What follows belongs to an exercise in optimizing a design on an open flow for small area and a short achievable clock period; a production flow would make more cautious choices.
Function was checked by simulation only, so behaviour that the tests miss may differ from the original.
Power is estimated from default activity; no workload was simulated.

File: flow/run.sh
#!/bin/bash
# synth_recipe.tcl (not shown) runs the flow's synth.tcl, then flattens the netlist and writes it again
# the make line also repeats each setting of config.mk as NAME=value (left out here)
make -C /OpenROAD-flow-scripts/flow DESIGN_CONFIG=/design/flow/config.mk WORK_HOME=/design/flow/orfs CLKGATE_MAP_FILE= SYNTH_SCRIPT=/design/flow/synth_recipe.tcl finish
File: flow/config.mk
export PLATFORM = sky130hd
export DESIGN_NAME = output_buffer_bank
export DESIGN_NICKNAME = output_buffer_bank
export VERILOG_FILES = /design/flow/design.v
export SDC_FILE = /design/flow/constraint.sdc
export NUM_CORES = 4
export LEC_CHECK = 0
export CAP_MARGIN = 20
export CORE_MARGIN = 2
export CORE_UTILIZATION = 40
export SLEW_MARGIN = 20
File: flow/constraint.sdc
create_clock -name core_clock -period 10.0 [get_ports {clk_i}]
set_input_delay 2.0000 -clock core_clock [delete_from_list [all_inputs] [get_ports {clk_i}]]
set_output_delay 2.0000 -clock core_clock [all_outputs]
set_load 0.01 [all_outputs]
File: flow/design.v
module output_buffer_bank #(
   parameter int BANK_WIDTH = 32,
   parameter int DATA_W     = 32,
   parameter int ADDR_W     = 16,
   parameter int N_CH       = 8
) (
   input  logic                         clk_i,
   input  logic                         rst_sync_i,
   input  logic                         start_i,
   input  logic                         abort_i,
   input  logic [31:0]                  cfg_out_w_i,
   input  logic [31:0]                  cfg_out_h_i,
   input  logic [ADDR_W-1:0]            cfg_base_addr_i,
   input  logic [2:0]                   output_ch_sel_i,
   input  logic [BANK_WIDTH-1:0]        push_i,
   input  logic [BANK_WIDTH*DATA_W-1:0] data_in_i,
   output logic                         ob_ready_o,
   output logic [N_CH-1:0]              sram_wr_en_o,
   output logic [ADDR_W-1:0]            sram_wr_addr_o,
   output logic [DATA_W-1:0]            sram_wr_data_o,
   output logic                         frame_done_o,
   output logic                         error_o
);
   localparam int COL_W = (BANK_WIDTH > 1) ? $clog2(BANK_WIDTH) : 1;
   typedef enum logic [1:0] {IDLE = 2'd0, COLLECT = 2'd1, DRAIN = 2'd2, DONE = 2'd3} state_t;
   state_t                   state_q, state_d;
   logic [31:0]              w_q, w_d, h_q, h_d, rows_q, rows_d;
   logic [2:0]               ch_q, ch_d;
   logic [ADDR_W-1:0]        addr_q, addr_d, wr_addr_q, wr_addr_d;
   logic [N_CH-1:0]          wr_en_q, wr_en_d;
   logic signed [DATA_W-1:0] wr_data_q, wr_data_d;
   logic                     fill_sel_q, fill_sel_d, drain_sel_q, drain_sel_d;
   logic [1:0]               full_q, full_d;
   logic [1:0][BANK_WIDTH-1:0]             valid_q, valid_d;
   logic [1:0][BANK_WIDTH-1:0][DATA_W-1:0] slot_q, slot_d;
   logic [COL_W-1:0]         col_q, col_d, issue_col;
   logic                     err_q, err_d;
   logic [BANK_WIDTH-1:0]    col_mask;
   logic                     cfg_legal, collecting, ready, row_last, frame_end;
   logic                     issue_first, issue_next, issue_sel;
   function automatic logic signed [DATA_W-1:0] relu(input logic signed [DATA_W-1:0] x);
      relu = x;
   endfunction
   always_comb begin
      col_mask = '0;
      for (int i = 0; i < BANK_WIDTH; i++) col_mask[i] = (32'(i) < w_q);
   end
   assign cfg_legal  = (cfg_out_w_i != 32'd0) && (cfg_out_w_i <= 32'(BANK_WIDTH)) &&
                       (cfg_out_h_i != 32'd0) && ({29'd0, output_ch_sel_i} < 32'(N_CH));
   assign collecting = (state_q == COLLECT) || (state_q == DRAIN);
   assign ready      = collecting && !full_q[fill_sel_q];
   assign row_last    = (state_q == DRAIN) && (32'(col_q) == w_q - 32'd1);
   assign frame_end   = row_last && (rows_q + 32'd1 >= h_q);
   assign issue_first = ((state_q == COLLECT) && full_q[drain_sel_q]) ||
                        (row_last && !frame_end && full_q[!drain_sel_q]);
   assign issue_next  = (state_q == DRAIN) && !row_last;
   assign issue_sel   = row_last ? !drain_sel_q : drain_sel_q;
   assign issue_col   = issue_first ? '0 : col_q + COL_W'(1);
   always_ff @(posedge clk_i) begin
      if (rst_sync_i) state_q <= IDLE;
      else            state_q <= state_d;
   end
   always_comb begin
      state_d = state_q;
      if (abort_i) begin
         state_d = IDLE;
      end else begin
         case (state_q)
            IDLE:    if (start_i && cfg_legal) state_d = COLLECT;
            COLLECT: if (full_q[drain_sel_q]) state_d = DRAIN;
            DRAIN:   if (row_last) state_d = frame_end ? DONE :
                                             (full_q[!drain_sel_q] ? DRAIN : COLLECT);
            DONE:    state_d = IDLE;
            default: state_d = IDLE;
         endcase
      end
   end
   always_comb begin
      w_d         = w_q;
      h_d         = h_q;
      ch_d        = ch_q;
      rows_d      = rows_q;
      addr_d      = addr_q;
      fill_sel_d  = fill_sel_q;
      drain_sel_d = drain_sel_q;
      full_d      = full_q;
      valid_d     = valid_q;
      slot_d      = slot_q;
      col_d       = col_q;
      err_d       = err_q;
      wr_en_d     = '0;
      wr_addr_d   = '0;
      wr_data_d   = '0;
      if ((state_q == IDLE) && start_i) begin
         if (cfg_legal) begin
            w_d    = cfg_out_w_i;
            h_d    = cfg_out_h_i;
            ch_d   = output_ch_sel_i;
            addr_d = cfg_base_addr_i;
            valid_d     = '0;
            full_d      = '0;
            fill_sel_d  = 1'b0;
            drain_sel_d = 1'b0;
            rows_d = '0;
         end else begin
            err_d = 1'b1;
         end
      end
      if (collecting) begin
         for (int i = 0; i < BANK_WIDTH; i++) begin
            if (push_i[i] && col_mask[i]) begin
               if (!ready || valid_q[fill_sel_q][i]) begin
                  err_d = 1'b1;
               end else begin
                  valid_d[fill_sel_q][i] = 1'b1;
                  slot_d[fill_sel_q][i]  = data_in_i[i*DATA_W +: DATA_W];
               end
            end
         end
         if (ready && ((valid_d[fill_sel_q] & col_mask) == col_mask)) begin
            full_d[fill_sel_q] = 1'b1;
            fill_sel_d         = !fill_sel_q;
         end
      end else if (push_i != '0) begin
         err_d = 1'b1;
      end
      if (issue_first || issue_next) begin
         wr_en_d[ch_q] = 1'b1;
         wr_addr_d     = addr_q;
         addr_d        = addr_q + ADDR_W'(1);
         wr_data_d     = relu(slot_q[issue_sel][issue_col]);
         col_d         = issue_col;
      end
      if (row_last) begin
         valid_d[drain_sel_q] = '0;
         full_d[drain_sel_q]  = 1'b0;
         drain_sel_d          = !drain_sel_q;
         rows_d               = rows_q + 32'd1;
      end
      if (abort_i) begin
         valid_d     = '0;
         full_d      = '0;
         fill_sel_d  = 1'b0;
         drain_sel_d = 1'b0;
         rows_d      = '0;
         addr_d      = '0;
         col_d       = '0;
         wr_en_d     = '0;
         wr_addr_d   = '0;
         wr_data_d   = '0;
         err_d       = err_q;
      end
   end
   always_ff @(posedge clk_i) begin
      if (rst_sync_i) begin
         w_q         <= '0;
         h_q         <= '0;
         ch_q        <= '0;
         rows_q      <= '0;
         addr_q      <= '0;
         fill_sel_q  <= 1'b0;
         drain_sel_q <= 1'b0;
         full_q      <= '0;
         valid_q     <= '0;
         col_q       <= '0;
         err_q       <= 1'b0;
         wr_en_q     <= '0;
         wr_addr_q   <= '0;
         wr_data_q   <= '0;
      end else begin
         w_q         <= w_d;
         h_q         <= h_d;
         ch_q        <= ch_d;
         rows_q      <= rows_d;
         addr_q      <= addr_d;
         fill_sel_q  <= fill_sel_d;
         drain_sel_q <= drain_sel_d;
         full_q      <= full_d;
         valid_q     <= valid_d;
         col_q       <= col_d;
         err_q       <= err_d;
         wr_en_q     <= wr_en_d;
         wr_addr_q   <= wr_addr_d;
         wr_data_q   <= wr_data_d;
      end
   end
   always_ff @(posedge clk_i) begin
      slot_q <= slot_d;
   end
   assign ob_ready_o     = ready;
   assign sram_wr_en_o   = wr_en_q;
   assign sram_wr_addr_o = wr_addr_q;
   assign sram_wr_data_o = wr_data_q;
   assign frame_done_o   = (state_q == DONE);
   assign error_o        = err_q;
endmodule
==> reports/summary.txt <==
STATUS
-----------------------------------------------------------------------------------------------
Status                                                                             complete, no violations

YOSYS
-----------------------------------------------------------------------------------------------
Number of cells produced by synthesis                                                      6692
Ranking of synthesized cells by area                                               sky130_fd_sc_hd__edfxtp_1 (66%), sky130_fd_sc_hd__dfxtp_1 (5.3%), sky130_fd_sc_hd__mux2i_1 (4.0%)
Post-synth EDFFs                                                                           2048
Yosys warnings                                                                                1
Seq/Total Area, Yosys                                                                     71.0%
Post-synthesis area per instance                                                       14.0 µm²
Number of storage elements in the synthesis netlist                                        2295
Net count of the mapped netlist                                                            7882
Netlist cell types                                                                           80
Share of synthesized registers carrying an async set or reset                                0%
Area fraction of the dominant cell type after synthesis                                   65.7%
Post-synthesis instance area                                                          93600 µm²
Ys flop type                                                                       sky130_fd_sc_hd__edfxtp_1
Cell type contributing the most total cell area after synthesis                    sky130_fd_sc_hd__edfxtp_1

WORST HOLD PATH
-----------------------------------------------------------------------------------------------
Launch instance of the worst min-delay path                                             h_q[14]
Worst min-delay path category                                                        reg -> reg

PLACE
-----------------------------------------------------------------------------------------------
Count of input and output buffers                                                          1201
Placed wire-length estimate after detailed placement                                  323000 µm
Weighted congestion reported at the end of routability-driven placement                   0.985
Cell area after placement                                                            110000 µm²

POWER
-----------------------------------------------------------------------------------------------
Power per unit of standard cell area                                                 172 nW/µm²
Maximum vdd ir drop                                                                  0.000179 V
Standby leakage power                                                                   38.3 nW

CLOCK TREE
-----------------------------------------------------------------------------------------------
Cell chosen for the clock root                                                     sky130_fd_sc_hd__clkbuf_16
Inserted Clock Buffers                                                                      233
Deepest level of the CTS H-tree                                                               4
Latest clock arrival within the worst-skew pair                                          980 ps
Post-CTS setup buffers                                                                        0
Number of hold buffers added after CTS                                                        0
Clock tree from TritonCTS                                                                 built
Post-cts gate resize count                                                                    0
Clock Sinks                                                                                2295
Clock input transition at the sequential cells of the worst setup and hold paths          70 ps
Maximum clock path buffer count                                                               3

FINISH
-----------------------------------------------------------------------------------------------
Post-route cell area                                                                 118000 µm²
Area of all sequential standard cells                                                 66500 µm²
Synthesis-to-layout area growth                                                           26.2%
Share of layout cells above drive strength 1                                              11.5%
Top library cells by usage in the layout, fill and taps aside                      sky130_fd_sc_hd__edfxtp_1 (2048), sky130_fd_sc_hd__clkdlybuf4s50_1 (1201), sky130_fd_sc_hd__nand2_1 (625)
Total of fill cells in the finished design                                                19800
Most common cell after layout, fill and taps aside                                 sky130_fd_sc_hd__edfxtp_1
Total Nets Final                                                                           9060
Area of combinational cells with multiple inputs                                      25800 µm²

WORST SETUP PATH
-----------------------------------------------------------------------------------------------
Largest stage delay on the critical path                                                 810 ps
Category of the worst setup path capture point                                             flop
Critical path peak fanout                                                                    27
Worst endpoint required time                                                           10890 ps
Crit Path Class                                                                      reg -> reg
CP max stage cell                                                                  sky130_fd_sc_hd__a2111oi_0
Data arrival at the endpoint of the critical path                                       9660 ps
Crit. Startpoint                                                                      rows_q[1]
CP Buf/Inv Count                                                                              1
Startpoint of the most critical register-to-register path                             rows_q[1]
Crit path cell chain                                                               ha_1 > nand3_1 > nor2_1 > nand3_1 > nor2_1 > and3_1 > and3_1 > nand3_1 > xnor2_1 > ha_1 > o21ai_0 > o22a_1 > a21oi_1 > a2111oi_0 > nand4_1 > or4_4 > buf_4 > a31oi_2 > nand2_2 > nor2_1 > nand2_1 > o22ai_1 > a311o_1
Kind of cell adding the most delay to the critical path                            simple AND/OR/NAND/NOR gates
Critical path startpoint category                                                          flop

STA
-----------------------------------------------------------------------------------------------
Slew at the pin closest to its max-slew limit                                           1300 ps
Unrepaired setup endpoints after global routing                                           false
Number of endpoints with negative hold slack in the final report                              0
Final worst path period need                                                            8770 ps
Setup violations, final                                                                       0
Highest Clock Rate                                                                    0.114 GHz
Setup TNS                                                                                  0 ps
Relative slew slack                                                                       12.4%
Worst-case clock skew                                                                   98.4 ps
Final period utilization                                                                  87.7%
Number of pins with negative max-slew slack in the final report                               0

GRT
-----------------------------------------------------------------------------------------------
Via count of the first global-routing pass                                                67800
Antenna violations before repair                                                            131
Global-route wire length before repair                                                609000 µm
Total routing resource utilization after global routing                                   38.2%
Maximum number of pins on one net before global-route repair                                112
Overflow left after global routing                                                            0

FLOORPLANNING
-----------------------------------------------------------------------------------------------
# rows                                                                                      177
Floorplan die height                                                                     488 µm
I/O pin count                                                                              1202
Core region area                                                                     233000 µm²
Die area                                                                             238000 µm²
Horiz. Die Dim                                                                           488 µm
Starting density of the core                                                              40.3%

ROUTE
-----------------------------------------------------------------------------------------------
Vias after detailed routing                                                               72200
DR WL/cell                                                                              41.8 µm
Post-detailed-route via-to-cell ratio                                                      6.45
Number of nets still failing antenna checks after routing                                     0
Post-route DRC violation count                                                                0
First DRT Iteration DRCs                                                                  12400
Routed WL                                                                             468000 µm
Count of TritonRoute iterations in the first routing pass                                    11

FLOW RUN
-----------------------------------------------------------------------------------------------
Number of violations of the max-capacitance limit                                             0

## per-layer routing
layer  wire length, µm  share of wire (%)  vias to the layer above  track usage, %
li1                  -                  -                    28500               -
met1            168000                 36                    36400            48.2
met5               530               0.11                        -               0
met2            204000                 44                     6106            56.8
met4             33700                7.2                       82            24.5
met3             62000                 13                     1146            12.0
## synthesized netlist by cell type, types with 9 or more instances
cell / number
sky130_fd_sc_hd__edfxtp_1: 2048
sky130_fd_sc_hd__nand2_1: 634
sky130_fd_sc_hd__a21oi_1: 462
sky130_fd_sc_hd__nor2_1: 393
sky130_fd_sc_hd__mux2i_1: 377
sky130_fd_sc_hd__clkbuf_1: 305
sky130_fd_sc_hd__o21ai_0: 294
sky130_fd_sc_hd__dfxtp_1: 247
sky130_fd_sc_hd__nand3_1: 234
sky130_fd_sc_hd__mux2_2: 227
sky130_fd_sc_hd__a31oi_1: 120
sky130_fd_sc_hd__o221ai_1: 100
sky130_fd_sc_hd__nor3_1: 99
sky130_fd_sc_hd__buf_2: 84
sky130_fd_sc_hd__o22ai_1: 80
sky130_fd_sc_hd__o211ai_1: 76
sky130_fd_sc_hd__a221oi_1: 74
sky130_fd_sc_hd__nor4_1: 67
sky130_fd_sc_hd__buf_1: 62
sky130_fd_sc_hd__a222oi_1: 60
sky130_fd_sc_hd__and2_1: 57
sky130_fd_sc_hd__inv_1: 50
sky130_fd_sc_hd__ha_1: 47
sky130_fd_sc_hd__and3_1: 44
sky130_fd_sc_hd__a221o_1: 42
sky130_fd_sc_hd__xnor2_1: 29
sky130_fd_sc_hd__a211oi_1: 27
sky130_fd_sc_hd__a22oi_1: 26
sky130_fd_sc_hd__nand4_1: 23
sky130_fd_sc_hd__or3_1: 22
sky130_fd_sc_hd__xor2_1: 21
sky130_fd_sc_hd__a32oi_1: 17
sky130_fd_sc_hd__mux4_2: 17
sky130_fd_sc_hd__nand3b_1: 17
sky130_fd_sc_hd__o2111ai_1: 15
sky130_fd_sc_hd__nor3b_1: 14
sky130_fd_sc_hd__o21a_1: 14
sky130_fd_sc_hd__nand2b_1: 13
sky130_fd_sc_hd__o31ai_1: 13
sky130_fd_sc_hd__a22o_1: 12
sky130_fd_sc_hd__a32o_1: 12
sky130_fd_sc_hd__o311ai_0: 10
sky130_fd_sc_hd__a21o_1: 9
## layout make-up
| cell class | count | area share [%] |
|---|---|---|
| multi-input combinational | 3892 | 21.9 |
| tap | 3043 | 3.22 |
| antenna | 75 | 0.159 |
| clock buffer | 285 | 5.19 |
| sequential | 2295 | 56.2 |
| timing repair buffer | 1397 | 11.6 |
| inverter | 51 | 0.165 |
| clock inverter | 153 | 1.59 |
## worst paths after layout
kind | depth (start not counted) | to | slack [ps]
max reg2reg | 23 | wr_data_q[19] | 1230
max | 23 | wr_data_q[19] | 1230
min | 2 | h_q[14] | 450
min reg2reg | 2 | h_q[14] | 450
## power breakdown
| group | total (mW) | switching [mW] | leakage (nW) | internal, mW |
|---|---|---|---|---|
| logic | 0.748 | 0.344 | 14.1 | 0.404 |
| registers | 10.4 | 0.000241 | 20.3 | 10.4 |
| clock network | 9.17 | 4.04 | 3.87 | 5.13 |
## kinds of logic (layout without fill, tap and decap cells)
group	Yosys count	count (layout)	share of synthesized area [%]
xor+xnor	50	50	0.468
compound gates	1516	1516	10.6
mux	622	622	7.18
other cells	0	75	0
buf+inv	505	1886	2.15
fa+ha+maj	47	47	0.628
simple gates	1657	1657	8.02
flops	2295	2295	71.0
## worst register-to-register path: cells and delay by family, from the launching register on
family | cells | cell delay [ps]
simple gates | 12 | 4820
compound gates | 7 | 2320
fa+ha+maj | 2 | 540
buf+inv | 1 | 450
flops | 1 | 390
xor+xnor | 1 | 190
## stage by stage
stage	utilization, %	std cells	hold slack, ps	power, mW	worst slack, ps
2_1_floorplan	-	6692	431	10.6	3800
3_3_place_gp	47.3	10700	443	11.3	1520
3_5_place_dp	47.3	10700	444	11.3	1350
4_1_cts	50.7	11100	453	20.3	1330
5_1_grt	50.8	11200	468	20.7	949
6_report	50.8	11200	451	20.3	1230

==> static timing again, ports no longer ideal <==
The flow's constraints put no driver on any port. The routed layout listed below was extracted and timed again, unchanged, in two steps.
Step 1, drivers: a clkbuf_16 drives clk_i and a buf_2 each remaining input, both assumed.
Step 2 times the ports against the registers' clock, not the clock port: input delays grow and output delays shrink by t, the midpoint of the rising clock arrivals with the driver on.
a / b / c = no drivers / after step 1 / after step 2; a / b = the first two.
shift t [ns]: 1.022
setup slack, ns: 1.233 / 1.233 / 1.233
cell pins on the clock port's net: 1
After both steps setup and hold are still met in this run. The setup slack of this run moves by 0.000 ns with the drivers and by 0.000 ns with both steps.
